This design comes from an exercise in tuning for small area on the open sky130 flow, not from production work. RTL that was checked went through simulation tests only; none was proved equivalent to the original.

==> v8 <==
==> flow/design.v <==
package rvviTracePkg;
  localparam int xlen = 32;
  localparam int insnWidth = 32;
  localparam int orderWidth = 64;
  localparam int numGprs = 32;
  localparam int regAddrWidth = 5;
  typedef enum logic [1:0] {
    userMode       = 2'd0,
    supervisorMode = 2'd1,
    machineMode    = 2'd3
  } privMode_t;
endpackage
package rvviCsrPkg;
  typedef enum logic [2:0] {
    slotMstatus  = 3'd0,
    slotMisa     = 3'd1,
    slotMie      = 3'd2,
    slotMtvec    = 3'd3,
    slotMscratch = 3'd4,
    slotMepc     = 3'd5,
    slotMcause   = 3'd6,
    slotMip      = 3'd7
  } csrSlot_t;
  localparam int numCsrs = 8;
  localparam logic [numCsrs*12-1:0] csrAddrTable = {
    12'h344,   
    12'h342,   
    12'h341,   
    12'h340,   
    12'h305,   
    12'h304,   
    12'h301,   
    12'h300    
  };
  localparam logic [numCsrs*32-1:0] csrResetTable = {
    32'h0000_0000,   
    32'h0000_0000,   
    32'h0000_0000,   
    32'h0000_0000,   
    32'h0000_0000,   
    32'h0000_0000,   
    32'h4000_1104,   
    32'h0000_0000    
  };
endpackage
`timescale 1ns/1ns
module retireStage (
  input  logic                                  rvvi,
  input  logic                                  rstN,
  input  logic                                  retireValid,
  input  logic [rvviTracePkg::orderWidth-1:0]   order,
  input  logic [rvviTracePkg::insnWidth-1:0]    insn,
  input  logic                                  trap,
  input  logic                                  intr,
  input  rvviTracePkg::privMode_t               mode,
  input  logic [rvviTracePkg::xlen-1:0]         pcRdata,
  output logic                                  rvviValid,
  output logic [rvviTracePkg::orderWidth-1:0]   rvviOrder,
  output logic [rvviTracePkg::insnWidth-1:0]    rvviInsn,
  output logic                                  rvviTrap,
  output logic                                  rvviIntr,
  output rvviTracePkg::privMode_t               rvviMode,
  output logic [rvviTracePkg::xlen-1:0]         rvviPc
);
  always_ff @(posedge rvvi) begin
    if (!rstN) begin
      rvviValid <= 1'b0;
    end else begin
      rvviValid <= retireValid;
    end
  end
  always_ff @(posedge rvvi) begin
    if (!rstN) begin
      rvviOrder <= '0;
      rvviInsn  <= '0;
      rvviTrap  <= 1'b0;
      rvviIntr  <= 1'b0;
      rvviMode  <= rvviTracePkg::machineMode;
      rvviPc    <= '0;
    end else if (retireValid) begin
      rvviOrder <= order;
      rvviInsn  <= insn;
      rvviTrap  <= trap;
      rvviIntr  <= intr;
      rvviMode  <= mode;
      rvviPc    <= pcRdata;
    end
  end
endmodule
`timescale 1ns/1ns
module csrMerge (
  input  logic                                                           rvvi,
  input  logic                                                           rstN,
  input  logic                                                           retireValid,
  input  logic [rvviCsrPkg::numCsrs-1:0][rvviTracePkg::xlen-1:0]          csrRdata,
  input  logic [rvviCsrPkg::numCsrs-1:0][rvviTracePkg::xlen-1:0]          csrRmask,
  input  logic [rvviCsrPkg::numCsrs-1:0][rvviTracePkg::xlen-1:0]          csrWdata,
  input  logic [rvviCsrPkg::numCsrs-1:0][rvviTracePkg::xlen-1:0]          csrWmask,
  output logic [rvviCsrPkg::numCsrs-1:0][rvviTracePkg::xlen-1:0]          csrValue,
  output logic [rvviCsrPkg::numCsrs-1:0]                                 csrWb
);
  logic [rvviCsrPkg::numCsrs-1:0][rvviTracePkg::xlen-1:0] mergedValue;
  logic [rvviCsrPkg::numCsrs-1:0] valueChanged;
  always_comb begin
    for (int slot = 0; slot < rvviCsrPkg::numCsrs; slot++) begin
      mergedValue[slot] = (csrWdata[slot] & csrWmask[slot])
                        | (csrRdata[slot] & ~csrWmask[slot]);
    end
  end
  always_comb begin
    for (int slot = 0; slot < rvviCsrPkg::numCsrs; slot++) begin
      valueChanged[slot] = (mergedValue[slot] != csrValue[slot]);
    end
  end
  always_ff @(posedge rvvi) begin
    if (!rstN) begin
      csrValue <= rvviCsrPkg::csrResetTable;
    end else if (retireValid) begin
      csrValue <= mergedValue;
    end
  end
  always_ff @(posedge rvvi) begin
    if (!rstN) begin
      csrWb <= '0;
    end else if (retireValid) begin
      csrWb <= valueChanged;
    end else begin
      csrWb <= '0;
    end
  end
endmodule
`timescale 1ns/1ns
module gprWriteback (
  input  logic                                  rvvi,
  input  logic                                  rstN,
  input  logic                                  retireValid,
  input  logic                                  trap,
  input  logic [rvviTracePkg::regAddrWidth-1:0] rdAddr,
  input  logic [rvviTracePkg::xlen-1:0]         rdWdata,
  output logic [rvviTracePkg::numGprs-1:0]      gprWb,
  output logic [rvviTracePkg::xlen-1:0]         gprWdata
);
  logic [rvviTracePkg::numGprs-1:0] rdOneHot;
  logic writeEnable;
  assign writeEnable = retireValid && !trap && (rdAddr != '0);
  always_comb begin
    rdOneHot = '0;
    for (int reg_i = 1; reg_i < rvviTracePkg::numGprs; reg_i++) begin
      rdOneHot[reg_i] = (rdAddr == rvviTracePkg::regAddrWidth'(reg_i));
    end
  end
  always_ff @(posedge rvvi) begin
    if (!rstN) begin
      gprWb <= '0;
    end else if (writeEnable) begin
      gprWb <= rdOneHot;
    end else begin
      gprWb <= '0;
    end
  end
  always_ff @(posedge rvvi) begin
    if (retireValid) begin
      gprWdata <= rdWdata;
    end
  end
endmodule
`timescale 1ns/1ns
module rvfiToRvvi (
  input  logic                                                  rvvi,
  input  logic                                                  rstN,
  input  logic                                                  retireValid,
  input  logic [rvviTracePkg::orderWidth-1:0]                   order,
  input  logic [rvviTracePkg::insnWidth-1:0]                    insn,
  input  logic                                                  trap,
  input  logic                                                  intr,
  input  rvviTracePkg::privMode_t                               mode,
  input  logic [rvviTracePkg::xlen-1:0]                         pcRdata,
  input  logic [rvviTracePkg::regAddrWidth-1:0]                 rdAddr,
  input  logic [rvviTracePkg::xlen-1:0]                         rdWdata,
  input  logic [rvviCsrPkg::numCsrs-1:0][rvviTracePkg::xlen-1:0] csrRdata,
  input  logic [rvviCsrPkg::numCsrs-1:0][rvviTracePkg::xlen-1:0] csrRmask,
  input  logic [rvviCsrPkg::numCsrs-1:0][rvviTracePkg::xlen-1:0] csrWdata,
  input  logic [rvviCsrPkg::numCsrs-1:0][rvviTracePkg::xlen-1:0] csrWmask,
  output logic                                                  rvviValid,
  output logic [rvviTracePkg::orderWidth-1:0]                   rvviOrder,
  output logic [rvviTracePkg::insnWidth-1:0]                    rvviInsn,
  output logic                                                  rvviTrap,
  output logic                                                  rvviIntr,
  output rvviTracePkg::privMode_t                               rvviMode,
  output logic [rvviTracePkg::xlen-1:0]                         rvviPc,
  output logic [rvviCsrPkg::numCsrs-1:0][rvviTracePkg::xlen-1:0] csrValue,
  output logic [rvviCsrPkg::numCsrs-1:0]                        csrWb,
  output logic [rvviTracePkg::numGprs-1:0]                      gprWb,
  output logic [rvviTracePkg::xlen-1:0]                         gprWdata
);
  retireStage i_retireStage (
    .rvvi        (rvvi),
    .rstN        (rstN),
    .retireValid (retireValid),
    .order       (order),
    .insn        (insn),
    .trap        (trap),
    .intr        (intr),
    .mode        (mode),
    .pcRdata     (pcRdata),
    .rvviValid   (rvviValid),
    .rvviOrder   (rvviOrder),
    .rvviInsn    (rvviInsn),
    .rvviTrap    (rvviTrap),
    .rvviIntr    (rvviIntr),
    .rvviMode    (rvviMode),
    .rvviPc      (rvviPc)
  );
  csrMerge i_csrMerge (
    .rvvi        (rvvi),
    .rstN        (rstN),
    .retireValid (retireValid),
    .csrRdata    (csrRdata),
    .csrRmask    (csrRmask),
    .csrWdata    (csrWdata),
    .csrWmask    (csrWmask),
    .csrValue    (csrValue),
    .csrWb       (csrWb)
  );
  gprWriteback i_gprWriteback (
    .rvvi        (rvvi),
    .rstN        (rstN),
    .retireValid (retireValid),
    .trap        (trap),
    .rdAddr      (rdAddr),
    .rdWdata     (rdWdata),
    .gprWb       (gprWb),
    .gprWdata    (gprWdata)
  );
endmodule
==> flow/run.sh <==
#!/bin/bash
# synth_recipe.tcl (not shown) runs the flow's synth.tcl, then flattens the netlist and writes it again
# the make line also repeats each setting of config.mk as NAME=value (left out here)
make -C /OpenROAD-flow-scripts/flow DESIGN_CONFIG=/design/flow/config.mk WORK_HOME=/design/flow/orfs CLKGATE_MAP_FILE= SYNTH_SCRIPT=/design/flow/synth_recipe.tcl finish
==> flow/config.mk <==
export PLATFORM = sky130hd
export DESIGN_NAME = rvfiToRvvi
export DESIGN_NICKNAME = rvfiToRvvi
export VERILOG_FILES = /design/flow/design.v
export SDC_FILE = /design/flow/constraint.sdc
export NUM_CORES = 4
export LEC_CHECK = 0
export CAP_MARGIN = 20
export CORE_AREA = 10 10 640 640
export DIE_AREA = 0 0 650 650
export SLEW_MARGIN = 20
==> flow/constraint.sdc <==
create_clock -name core_clock -period 10.0 [get_ports {rvvi}]
set_input_delay 2.0000 -clock core_clock [delete_from_list [all_inputs] [get_ports {rvvi}]]
set_output_delay 2.0000 -clock core_clock [all_outputs]
set_load 0.01 [all_outputs]
==> v11: changes against v8 <==
--- a/flow/design.v
+++ b/flow/design.v
@@ -63,31 +63,33 @@
   output logic [rvviTracePkg::xlen-1:0]         rvviPc
 );
   always_ff @(posedge rvvi) begin
-    if (!rstN) begin
-      rvviValid <= 1'b0;
-    end else begin
-      rvviValid <= retireValid;
-    end
-  end
-  always_ff @(posedge rvvi) begin
-    if (!rstN) begin
-      rvviOrder <= '0;
-      rvviInsn  <= '0;
-      rvviTrap  <= 1'b0;
-      rvviIntr  <= 1'b0;
-      rvviMode  <= rvviTracePkg::machineMode;
-      rvviPc    <= '0;
-    end else if (retireValid) begin
-      rvviOrder <= order;
-      rvviInsn  <= insn;
-      rvviTrap  <= trap;
-      rvviIntr  <= intr;
-      rvviMode  <= mode;
-      rvviPc    <= pcRdata;
-    end
-  end
-endmodule
-`timescale 1ns/1ns
+    rvviValid <= retireValid & rstN;
+  end
+  always_ff @(posedge rvvi) begin
+    rvviOrder <= order;
+    rvviInsn  <= insn;
+    rvviTrap  <= trap;
+    rvviIntr  <= intr;
+    rvviMode  <= mode;
+    rvviPc    <= pcRdata;
+  end
+endmodule
+`timescale 1ns/1ns
+module csrBitNext (
+  input  logic rdata,
+  input  logic wdata,
+  input  logic wmask,
+  input  logic value,
+  input  logic loadSel,
+  input  logic holdSel,
+  output logic nextValue,
+  output logic changed
+);
+  logic merged;
+  assign merged    = wmask ? wdata : rdata;
+  assign nextValue = (loadSel & merged) | (holdSel & value);
+  assign changed   = merged ^ value;
+endmodule
 module csrMerge (
   input  logic                                                           rvvi,
   input  logic                                                           rstN,
@@ -99,33 +101,33 @@
   output logic [rvviCsrPkg::numCsrs-1:0][rvviTracePkg::xlen-1:0]          csrValue,
   output logic [rvviCsrPkg::numCsrs-1:0]                                 csrWb
 );
-  logic [rvviCsrPkg::numCsrs-1:0][rvviTracePkg::xlen-1:0] mergedValue;
-  logic [rvviCsrPkg::numCsrs-1:0] valueChanged;
-  always_comb begin
+  logic [rvviCsrPkg::numCsrs-1:0][rvviTracePkg::xlen-1:0] nextValue;
+  logic [rvviCsrPkg::numCsrs-1:0][rvviTracePkg::xlen-1:0] bitChanged;
+  logic loadSel;
+  logic holdSel;
+  assign loadSel = retireValid & rstN;
+  assign holdSel = ~retireValid & rstN;
+  for (genvar slot = 0; slot < rvviCsrPkg::numCsrs; slot++) begin : gSlot
+    for (genvar b = 0; b < rvviTracePkg::xlen; b++) begin : gBit
+      csrBitNext i_bit (
+        .rdata     (csrRdata[slot][b]),
+        .wdata     (csrWdata[slot][b]),
+        .wmask     (csrWmask[slot][b]),
+        .value     (csrValue[slot][b]),
+        .loadSel   (loadSel),
+        .holdSel   (holdSel),
+        .nextValue (nextValue[slot][b]),
+        .changed   (bitChanged[slot][b])
+      );
+    end
+  end
+  always_ff @(posedge rvvi) begin
+    csrValue <= nextValue | ({rvviCsrPkg::numCsrs*rvviTracePkg::xlen{~rstN}}
+                             & rvviCsrPkg::csrResetTable);
+  end
+  always_ff @(posedge rvvi) begin
     for (int slot = 0; slot < rvviCsrPkg::numCsrs; slot++) begin
-      mergedValue[slot] = (csrWdata[slot] & csrWmask[slot])
-                        | (csrRdata[slot] & ~csrWmask[slot]);
-    end
-  end
-  always_comb begin
-    for (int slot = 0; slot < rvviCsrPkg::numCsrs; slot++) begin
-      valueChanged[slot] = (mergedValue[slot] != csrValue[slot]);
-    end
-  end
-  always_ff @(posedge rvvi) begin
-    if (!rstN) begin
-      csrValue <= rvviCsrPkg::csrResetTable;
-    end else if (retireValid) begin
-      csrValue <= mergedValue;
-    end
-  end
-  always_ff @(posedge rvvi) begin
-    if (!rstN) begin
-      csrWb <= '0;
-    end else if (retireValid) begin
-      csrWb <= valueChanged;
-    end else begin
-      csrWb <= '0;
+      csrWb[slot] <= loadSel & (|bitChanged[slot]);
     end
   end
 endmodule
@@ -140,28 +142,20 @@
   output logic [rvviTracePkg::numGprs-1:0]      gprWb,
   output logic [rvviTracePkg::xlen-1:0]         gprWdata
 );
-  logic [rvviTracePkg::numGprs-1:0] rdOneHot;
+  logic [rvviTracePkg::regAddrWidth-1:0] wbAddr;
   logic writeEnable;
-  assign writeEnable = retireValid && !trap && (rdAddr != '0);
+  assign writeEnable = retireValid & ~trap & rstN;
+  always_ff @(posedge rvvi) begin
+    wbAddr <= writeEnable ? rdAddr : '0;
+  end
   always_comb begin
-    rdOneHot = '0;
+    gprWb = '0;
     for (int reg_i = 1; reg_i < rvviTracePkg::numGprs; reg_i++) begin
-      rdOneHot[reg_i] = (rdAddr == rvviTracePkg::regAddrWidth'(reg_i));
+      gprWb[reg_i] = (wbAddr == rvviTracePkg::regAddrWidth'(reg_i));
     end
   end
   always_ff @(posedge rvvi) begin
-    if (!rstN) begin
-      gprWb <= '0;
-    end else if (writeEnable) begin
-      gprWb <= rdOneHot;
-    end else begin
-      gprWb <= '0;
-    end
-  end
-  always_ff @(posedge rvvi) begin
-    if (retireValid) begin
-      gprWdata <= rdWdata;
-    end
+    gprWdata <= rdWdata;
   end
 endmodule
 `timescale 1ns/1ns
==> flow/flow/run.sh (new file) <==
#!/bin/bash
# Standard layout with: pins on met2, met3 and met4 so that a smaller die holds them, port buffers of the smallest buffer cell, synthesis
# cells downsized after floorplan, and a clock tree of small buffers without
# dummy loads.
set -euo pipefail
F=$PWD/flow
bash standard.sh "BUFFER_PORTS_ARGS=-buffer_cell sky130_fd_sc_hd__buf_1" \
  "IO_PLACER_H=met3" "IO_PLACER_V=met2 met4" \
  "CTS_ARGS=-sink_clustering_enable -repair_clock_nets -dont_use_dummy_load -buf_list sky130_fd_sc_hd__clkbuf_4 -sink_clustering_size 8 -sink_clustering_max_diameter 50" \
  "POST_FLOORPLAN_TCL=$F/downsize.tcl" \
  finish > standard.log 2>&1
==> flow/flow/downsize.tcl (new file) <==
# Give every combinational cell that synthesis upsized its smallest size;
# repair_design fixes any slew or capacitance this leaves during placement.
set n 0
foreach inst [get_cells *] {
  set m [get_property $inst ref_name]
  if {[regexp {^(sky130_fd_sc_hd__[a-z0-9]+)_([0-9]+)$} $m -> base size] && $size > 1
      && ![string match "*df*" $base] && ![string match "*clk*" $base]} {
    set small [get_lib_cells -quiet ${base}_1]
    if {$small eq ""} { set small [get_lib_cells -quiet ${base}_0] }
    if {$small ne ""} {
      replace_cell $inst $small
      incr n
    }
  }
}
puts "downsize: replaced $n cells"
==> flow/standard.sh (new file) <==
#!/bin/bash
# synth_recipe.tcl (not shown) runs the flow's synth.tcl, then flattens the netlist and writes it again
# the make line also repeats each setting of config.mk as NAME=value (left out here)
make -C /OpenROAD-flow-scripts/flow DESIGN_CONFIG=/design/flow/config.mk WORK_HOME=/design/flow/orfs CLKGATE_MAP_FILE= SYNTH_SCRIPT=/design/flow/synth_recipe.tcl "${@:-finish}"
- CORE_AREA: 10 10 640 640 -> 10 10 410 410
- DIE_AREA: 0 0 650 650 -> 0 0 420 420
- SYNTH_HIERARCHICAL: not set -> 1
removed: flow/run.sh
==> v14: changes against v8 <==
--- a/flow/design.v
+++ b/flow/design.v
@@ -63,31 +63,33 @@
   output logic [rvviTracePkg::xlen-1:0]         rvviPc
 );
   always_ff @(posedge rvvi) begin
-    if (!rstN) begin
-      rvviValid <= 1'b0;
-    end else begin
-      rvviValid <= retireValid;
-    end
-  end
-  always_ff @(posedge rvvi) begin
-    if (!rstN) begin
-      rvviOrder <= '0;
-      rvviInsn  <= '0;
-      rvviTrap  <= 1'b0;
-      rvviIntr  <= 1'b0;
-      rvviMode  <= rvviTracePkg::machineMode;
-      rvviPc    <= '0;
-    end else if (retireValid) begin
-      rvviOrder <= order;
-      rvviInsn  <= insn;
-      rvviTrap  <= trap;
-      rvviIntr  <= intr;
-      rvviMode  <= mode;
-      rvviPc    <= pcRdata;
-    end
-  end
-endmodule
-`timescale 1ns/1ns
+    rvviValid <= retireValid & rstN;
+  end
+  always_ff @(posedge rvvi) begin
+    rvviOrder <= order;
+    rvviInsn  <= insn;
+    rvviTrap  <= trap;
+    rvviIntr  <= intr;
+    rvviMode  <= mode;
+    rvviPc    <= pcRdata;
+  end
+endmodule
+`timescale 1ns/1ns
+module csrBitNext (
+  input  logic rdata,
+  input  logic wdata,
+  input  logic wmask,
+  input  logic value,
+  input  logic loadSel,
+  input  logic holdSel,
+  output logic nextValue,
+  output logic changed
+);
+  logic merged;
+  assign merged    = wmask ? wdata : rdata;
+  assign nextValue = (loadSel & merged) | (holdSel & value);
+  assign changed   = merged ^ value;
+endmodule
 module csrMerge (
   input  logic                                                           rvvi,
   input  logic                                                           rstN,
@@ -99,33 +101,33 @@
   output logic [rvviCsrPkg::numCsrs-1:0][rvviTracePkg::xlen-1:0]          csrValue,
   output logic [rvviCsrPkg::numCsrs-1:0]                                 csrWb
 );
-  logic [rvviCsrPkg::numCsrs-1:0][rvviTracePkg::xlen-1:0] mergedValue;
-  logic [rvviCsrPkg::numCsrs-1:0] valueChanged;
-  always_comb begin
+  logic [rvviCsrPkg::numCsrs-1:0][rvviTracePkg::xlen-1:0] nextValue;
+  logic [rvviCsrPkg::numCsrs-1:0][rvviTracePkg::xlen-1:0] bitChanged;
+  logic loadSel;
+  logic holdSel;
+  assign loadSel = retireValid & rstN;
+  assign holdSel = ~retireValid & rstN;
+  for (genvar slot = 0; slot < rvviCsrPkg::numCsrs; slot++) begin : gSlot
+    for (genvar b = 0; b < rvviTracePkg::xlen; b++) begin : gBit
+      csrBitNext i_bit (
+        .rdata     (csrRdata[slot][b]),
+        .wdata     (csrWdata[slot][b]),
+        .wmask     (csrWmask[slot][b]),
+        .value     (csrValue[slot][b]),
+        .loadSel   (loadSel),
+        .holdSel   (holdSel),
+        .nextValue (nextValue[slot][b]),
+        .changed   (bitChanged[slot][b])
+      );
+    end
+  end
+  always_ff @(posedge rvvi) begin
+    csrValue <= nextValue | ({rvviCsrPkg::numCsrs*rvviTracePkg::xlen{~rstN}}
+                             & rvviCsrPkg::csrResetTable);
+  end
+  always_ff @(posedge rvvi) begin
     for (int slot = 0; slot < rvviCsrPkg::numCsrs; slot++) begin
-      mergedValue[slot] = (csrWdata[slot] & csrWmask[slot])
-                        | (csrRdata[slot] & ~csrWmask[slot]);
-    end
-  end
-  always_comb begin
-    for (int slot = 0; slot < rvviCsrPkg::numCsrs; slot++) begin
-      valueChanged[slot] = (mergedValue[slot] != csrValue[slot]);
-    end
-  end
-  always_ff @(posedge rvvi) begin
-    if (!rstN) begin
-      csrValue <= rvviCsrPkg::csrResetTable;
-    end else if (retireValid) begin
-      csrValue <= mergedValue;
-    end
-  end
-  always_ff @(posedge rvvi) begin
-    if (!rstN) begin
-      csrWb <= '0;
-    end else if (retireValid) begin
-      csrWb <= valueChanged;
-    end else begin
-      csrWb <= '0;
+      csrWb[slot] <= loadSel & (|bitChanged[slot]);
     end
   end
 endmodule
@@ -140,28 +142,20 @@
   output logic [rvviTracePkg::numGprs-1:0]      gprWb,
   output logic [rvviTracePkg::xlen-1:0]         gprWdata
 );
-  logic [rvviTracePkg::numGprs-1:0] rdOneHot;
+  logic [rvviTracePkg::regAddrWidth-1:0] wbAddr;
   logic writeEnable;
-  assign writeEnable = retireValid && !trap && (rdAddr != '0);
+  assign writeEnable = retireValid & ~trap & rstN;
+  always_ff @(posedge rvvi) begin
+    wbAddr <= writeEnable ? rdAddr : '0;
+  end
   always_comb begin
-    rdOneHot = '0;
+    gprWb = '0;
     for (int reg_i = 1; reg_i < rvviTracePkg::numGprs; reg_i++) begin
-      rdOneHot[reg_i] = (rdAddr == rvviTracePkg::regAddrWidth'(reg_i));
+      gprWb[reg_i] = (wbAddr == rvviTracePkg::regAddrWidth'(reg_i));
     end
   end
   always_ff @(posedge rvvi) begin
-    if (!rstN) begin
-      gprWb <= '0;
-    end else if (writeEnable) begin
-      gprWb <= rdOneHot;
-    end else begin
-      gprWb <= '0;
-    end
-  end
-  always_ff @(posedge rvvi) begin
-    if (retireValid) begin
-      gprWdata <= rdWdata;
-    end
+    gprWdata <= rdWdata;
   end
 endmodule
 `timescale 1ns/1ns
==> flow/flow/run.sh (new file) <==
#!/bin/bash
# Standard layout with: pins on met2, met3 and met4 so that a smaller die holds them, port buffers of the smallest buffer cell, synthesis
# cells downsized after floorplan, and a clock tree of small buffers without
# dummy loads.
set -euo pipefail
F=$PWD/flow
bash standard.sh "BUFFER_PORTS_ARGS=-buffer_cell sky130_fd_sc_hd__buf_1" \
  "IO_PLACER_H=met3" "IO_PLACER_V=met2 met4" \
  "CTS_ARGS=-sink_clustering_enable -repair_clock_nets -dont_use_dummy_load -buf_list sky130_fd_sc_hd__clkbuf_4 -sink_clustering_size 8 -sink_clustering_max_diameter 50" \
  "POST_FLOORPLAN_TCL=$F/downsize.tcl" \
  finish > standard.log 2>&1
==> flow/flow/downsize.tcl (new file) <==
# Give every combinational cell that synthesis upsized its smallest size;
# repair_design fixes any slew or capacitance this leaves during placement.
set n 0
foreach inst [get_cells *] {
  set m [get_property $inst ref_name]
  if {[regexp {^(sky130_fd_sc_hd__[a-z0-9]+)_([0-9]+)$} $m -> base size] && $size > 1
      && ![string match "*df*" $base] && ![string match "*clk*" $base]} {
    set small [get_lib_cells -quiet ${base}_1]
    if {$small eq ""} { set small [get_lib_cells -quiet ${base}_0] }
    if {$small ne ""} {
      replace_cell $inst $small
      incr n
    }
  }
}
puts "downsize: replaced $n cells"
==> flow/standard.sh (new file) <==
#!/bin/bash
# synth_recipe.tcl (not shown) runs the flow's synth.tcl, then flattens the netlist and writes it again
# the make line also repeats each setting of config.mk as NAME=value (left out here)
make -C /OpenROAD-flow-scripts/flow DESIGN_CONFIG=/design/flow/config.mk WORK_HOME=/design/flow/orfs CLKGATE_MAP_FILE= SYNTH_SCRIPT=/design/flow/synth_recipe.tcl "${@:-finish}"
- CORE_AREA: 10 10 640 640 -> 10 10 410 410
- DIE_AREA: 0 0 650 650 -> 0 0 420 420
- PLACE_DENSITY: not set -> 0.9
- SYNTH_HIERARCHICAL: not set -> 1
removed: flow/run.sh
==> flow_metrics.tcl <==
set metrics [dict create \
    synth_cell_types 24 \
    num-multi-input-gates 1430 \
    yosysWarningCount 3 \
    status "no timing/DRC/antenna violations" \
    rows 231 \
    pg_seq_mw 2.07 \
    nClkBuffers 107 \
    total_power_mw 6.31 \
]
[end of results for v8]
==> flow_metrics.tcl <==
set metrics [dict create \
    pg_seq_mw 1.92 \
    total_power_mw 3.74 \
    status "no timing/DRC/antenna violations" \
    synth_cell_types 23 \
]
[end of results for v14]
==> flow_metrics.tcl <==
set metrics [dict create \
    total_power_mw 3.74 \
    rows 146 \
    synth_cell_types 23 \
    pg_seq_mw 1.92 \
    status "no timing/DRC/antenna violations" \
    power.internal_mw 2.49 \
    nClkBuffers 80 \
    num-multi-input-gates 913 \
]
[end of results for v11]
Only the layout flow was run in v8; the RTL was not checked for function there.

static timing again, ports no longer ideal:
Ports are ideal in the flow. The routed layouts listed here were re-timed in OpenROAD. Step 1 sets driving cells, clkbuf_16 on the clock port and buf_2 on the other inputs (assumed; they add their load-dependent delay and slew). Step 2, shift: input delay + t, output delay - t, t = (earliest + latest rising clock arrival at the registers) / 2. This alone moves slack from input paths to output paths. Slacks: ideal / step 1 / step 2; pairs: ideal / step 1.
run | t, ns | slack for setup (ns) | hold slack, ns | clock arrival spread, ns | cell pins on the clock port's net
v8 | 0.870 | 5.716 / 5.631 / 5.071 | 0.476 / 0.476 / 0.476 | 0.100 / 0.100 | 1
v11 | 0.980 | 5.332 / 5.254 / 4.994 | 0.524 / 0.524 / 0.524 | 0.157 / 0.157 | 1
v14 | 1.023 | 5.886 / 5.808 / 5.609 | 0.520 / 0.520 / 0.520 | 0.190 / 0.190 | 1
After both steps every run listed still meets setup and hold. The setup slack of v8, which loses most, moves by -0.085 ns with the drivers and by -0.645 ns with both steps.
